Background: an optimization exercise with open tools, aiming at a short achievable clock period and few clock cycles. Do not read the settings as production practice. Only simulation tests tie the RTL to the original design; equivalence was not proved.

==> flow/design.v <==
package reconstrutor_caminho_pkg;
  localparam int unsigned ADDR_WIDTH_PADRAO = 8;
  localparam int unsigned GRADE_LADO        = 8;
  localparam int unsigned MAX_PASSOS_PADRAO = GRADE_LADO * GRADE_LADO;
  function automatic integer largura_passos(input integer max_passos);
    largura_passos = $clog2(max_passos + 1);
  endfunction
endpackage
module reconstrutor_caminho
#(
  parameter int unsigned ADDR_WIDTH   = reconstrutor_caminho_pkg::ADDR_WIDTH_PADRAO,
  parameter int unsigned MAX_PASSOS   = reconstrutor_caminho_pkg::MAX_PASSOS_PADRAO,
  parameter int unsigned PASSOS_WIDTH = reconstrutor_caminho_pkg::largura_passos(MAX_PASSOS)
) (
  input  logic                    clk,
  input  logic                    rst,
  input  logic                    anterior_wr_en_in,
  input  logic [ADDR_WIDTH-1:0]   anterior_wr_addr_in,
  input  logic [ADDR_WIDTH-1:0]   anterior_wr_data_in,
  input  logic                    iniciar_in,
  input  logic [ADDR_WIDTH-1:0]   fonte_in,
  input  logic [ADDR_WIDTH-1:0]   destino_in,
  input  logic                    ordem_direta_in,
  output logic [ADDR_WIDTH-1:0]   caminho_data_out,
  output logic                    caminho_valid_out,
  input  logic                    caminho_ready_in,
  output logic                    caminho_ultimo_out,
  output logic                    ocupado_out,
  output logic                    pronto_out,
  output logic                    erro_out,
  output logic [PASSOS_WIDTH-1:0] comprimento_out
);
  localparam int unsigned AW = ADDR_WIDTH;
  localparam int unsigned NN = 2 ** ADDR_WIDTH;
  localparam int unsigned PW = PASSOS_WIDTH;
  localparam int unsigned HW = AW / 2;
  localparam int unsigned LW = AW - HW;
  logic          r_ocupado;
  logic          r_livre;       
  logic          r_andando;     
  logic          r_direta;
  logic [AW-1:0] r_fonte;
  logic [AW-1:0] r_atual;
  logic [NN-1:0] r_oh;          
  logic [PW-1:0] r_passos;      
  logic          r_valid;
  logic          r_vazio;       
  logic          r_ultimo;
  logic [AW-1:0] r_dado;
  logic [PW-1:0] r_idx;         
  logic          r_pronto;
  logic          r_erro;
  logic [PW-1:0] r_comprimento;
  logic [AW-1:0] r_caminho [MAX_PASSOS+1];
  logic [NN-1:0][AW-1:0] r_tabela;
  logic [NN-1:0]         w_morto;
  logic                  w_escreve;
  logic [NN-1:0]         w_wa_oh;
  assign w_escreve = r_livre && anterior_wr_en_in;
  for (genvar y = 0; y < NN; y++) begin : g_ent
    assign w_wa_oh[y] = (anterior_wr_addr_in[AW-1:LW] == HW'(y >> LW)) &&
                        (anterior_wr_addr_in[LW-1:0] == LW'(y));
    always_ff @(posedge clk) begin
      if (w_escreve && w_wa_oh[y]) begin
        r_tabela[y] <= anterior_wr_data_in;
      end
    end
    assign w_morto[y] = (r_tabela[y] == AW'(y));
  end
  logic [AW-1:0] w_prox;
  logic [NN-1:0] w_prox_oh;
  for (genvar y = 0; y < NN; y++) begin : g_dec
    assign w_prox_oh[y] = (w_prox[AW-1:LW] == HW'(y >> LW)) &&
                          (w_prox[LW-1:0] == LW'(y));
  end
  logic [AW-1:0] w_pred;        
  for (genvar b = 0; b < AW; b++) begin : g_le
    logic [NN-1:0] w_col;
    for (genvar y = 0; y < NN; y++) begin : g_y
      assign w_col[y] = r_tabela[y][b];
    end
    assign w_pred[b] = |(r_oh & w_col);
  end
  logic w_fonte, w_fim_morto;   
  assign w_fonte     = (r_atual == r_fonte);
  assign w_fim_morto = |(r_oh & w_morto) || (r_passos == PW'(MAX_PASSOS));
  logic w_avanca;               
  assign w_avanca = r_vazio || caminho_ready_in;
  assign w_prox = r_livre ? destino_in : w_pred;
  always_ff @(posedge clk) begin
    if (r_livre || (r_andando && (r_direta || w_avanca))) begin
      r_oh    <= w_prox_oh;
      r_atual <= w_prox;
    end
  end
  always_ff @(posedge clk) begin
    r_pronto <= 1'b0;
    if (rst) begin
      r_ocupado     <= 1'b0;
      r_livre       <= 1'b1;
      r_andando     <= 1'b0;
      r_valid       <= 1'b0;
      r_vazio       <= 1'b1;
      r_erro        <= 1'b0;
      r_comprimento <= '0;
    end else if (r_livre) begin
      if (iniciar_in) begin
        r_ocupado <= 1'b1;
        r_livre   <= 1'b0;
        r_andando <= 1'b1;
        r_direta  <= ordem_direta_in;
        r_fonte   <= fonte_in;
        r_passos  <= '0;
      end
    end else if (r_andando && r_direta) begin
      r_caminho[r_passos] <= r_atual;
      r_passos <= r_passos + PW'(1);
      r_dado   <= r_fonte;
      r_ultimo <= (r_passos == '0);
      r_idx    <= r_passos - PW'(1);
      if (w_fonte) begin
        r_andando     <= 1'b0;
        r_valid       <= 1'b1;
        r_vazio       <= 1'b0;
        r_erro        <= 1'b0;
        r_comprimento <= r_passos + PW'(1);
      end else if (w_fim_morto) begin
        r_andando <= 1'b0;
        r_erro    <= 1'b1;
        r_ocupado <= 1'b0;
        r_livre   <= 1'b1;
      end
    end else if (r_andando) begin
      if (w_avanca) begin
        r_dado   <= r_atual;
        r_ultimo <= w_fonte;
        r_passos <= r_passos + PW'(1);
        if (w_fonte) begin
          r_andando     <= 1'b0;
          r_valid       <= 1'b1;
          r_vazio       <= 1'b0;
          r_erro        <= 1'b0;
          r_comprimento <= r_passos + PW'(1);
        end else if (w_fim_morto) begin
          r_andando <= 1'b0;
          r_valid   <= 1'b0;
          r_vazio   <= 1'b1;
          r_erro    <= 1'b1;
          r_ocupado <= 1'b0;
          r_livre   <= 1'b1;
        end else begin
          r_valid <= 1'b1;
          r_vazio <= 1'b0;
        end
      end
    end else if (caminho_ready_in) begin
      if (r_ultimo) begin
        r_valid   <= 1'b0;
        r_vazio   <= 1'b1;
        r_ocupado <= 1'b0;
        r_livre   <= 1'b1;
        r_pronto  <= 1'b1;
      end else begin
        r_dado   <= r_caminho[r_idx];
        r_ultimo <= (r_idx == '0);
        r_idx    <= r_idx - PW'(1);
      end
    end
  end
  assign caminho_data_out   = r_dado;
  assign caminho_valid_out  = r_valid;
  assign caminho_ultimo_out = r_ultimo;
  assign ocupado_out        = r_ocupado;
  assign pronto_out         = r_pronto;
  assign erro_out           = r_erro;
  assign comprimento_out    = r_comprimento;
endmodule
export LEC_CHECK = 0
export ABC_CLOCK_PERIOD_IN_PS = 2000
export CAP_MARGIN = 20
export CORE_MARGIN = 2
export CORE_UTILIZATION = 47
export PLACE_DENSITY = 0.58
export SETUP_SLACK_MARGIN = 3.5
export SLEW_MARGIN = 20
create_clock -name core_clock -period 6.0 [get_ports {clk}]
run.sh (not shown) runs the stock make flow with config.mk's settings and CLKGATE_MAP_FILE= SYNTH_SCRIPT=/design/flow/synth_recipe.tcl, a recipe that flattens the netlist after the stock synthesis.
The baseline ended with an error in global routing, error GRT-0116.
Testbench counts at the start, summed over its fixed seeds: cycles 53,266.
==> next run, changes <==
--- a/flow/config.mk
+++ b/flow/config.mk
@@ -10,4 +10,3 @@
 export CORE_MARGIN = 2
-export CORE_UTILIZATION = 47
-export PLACE_DENSITY = 0.58
+export CORE_UTILIZATION = 40
 export SETUP_SLACK_MARGIN = 3.5
The changed run stopped in global routing.
Synthesized cell count is unchanged.
Synthesized area stays the same.
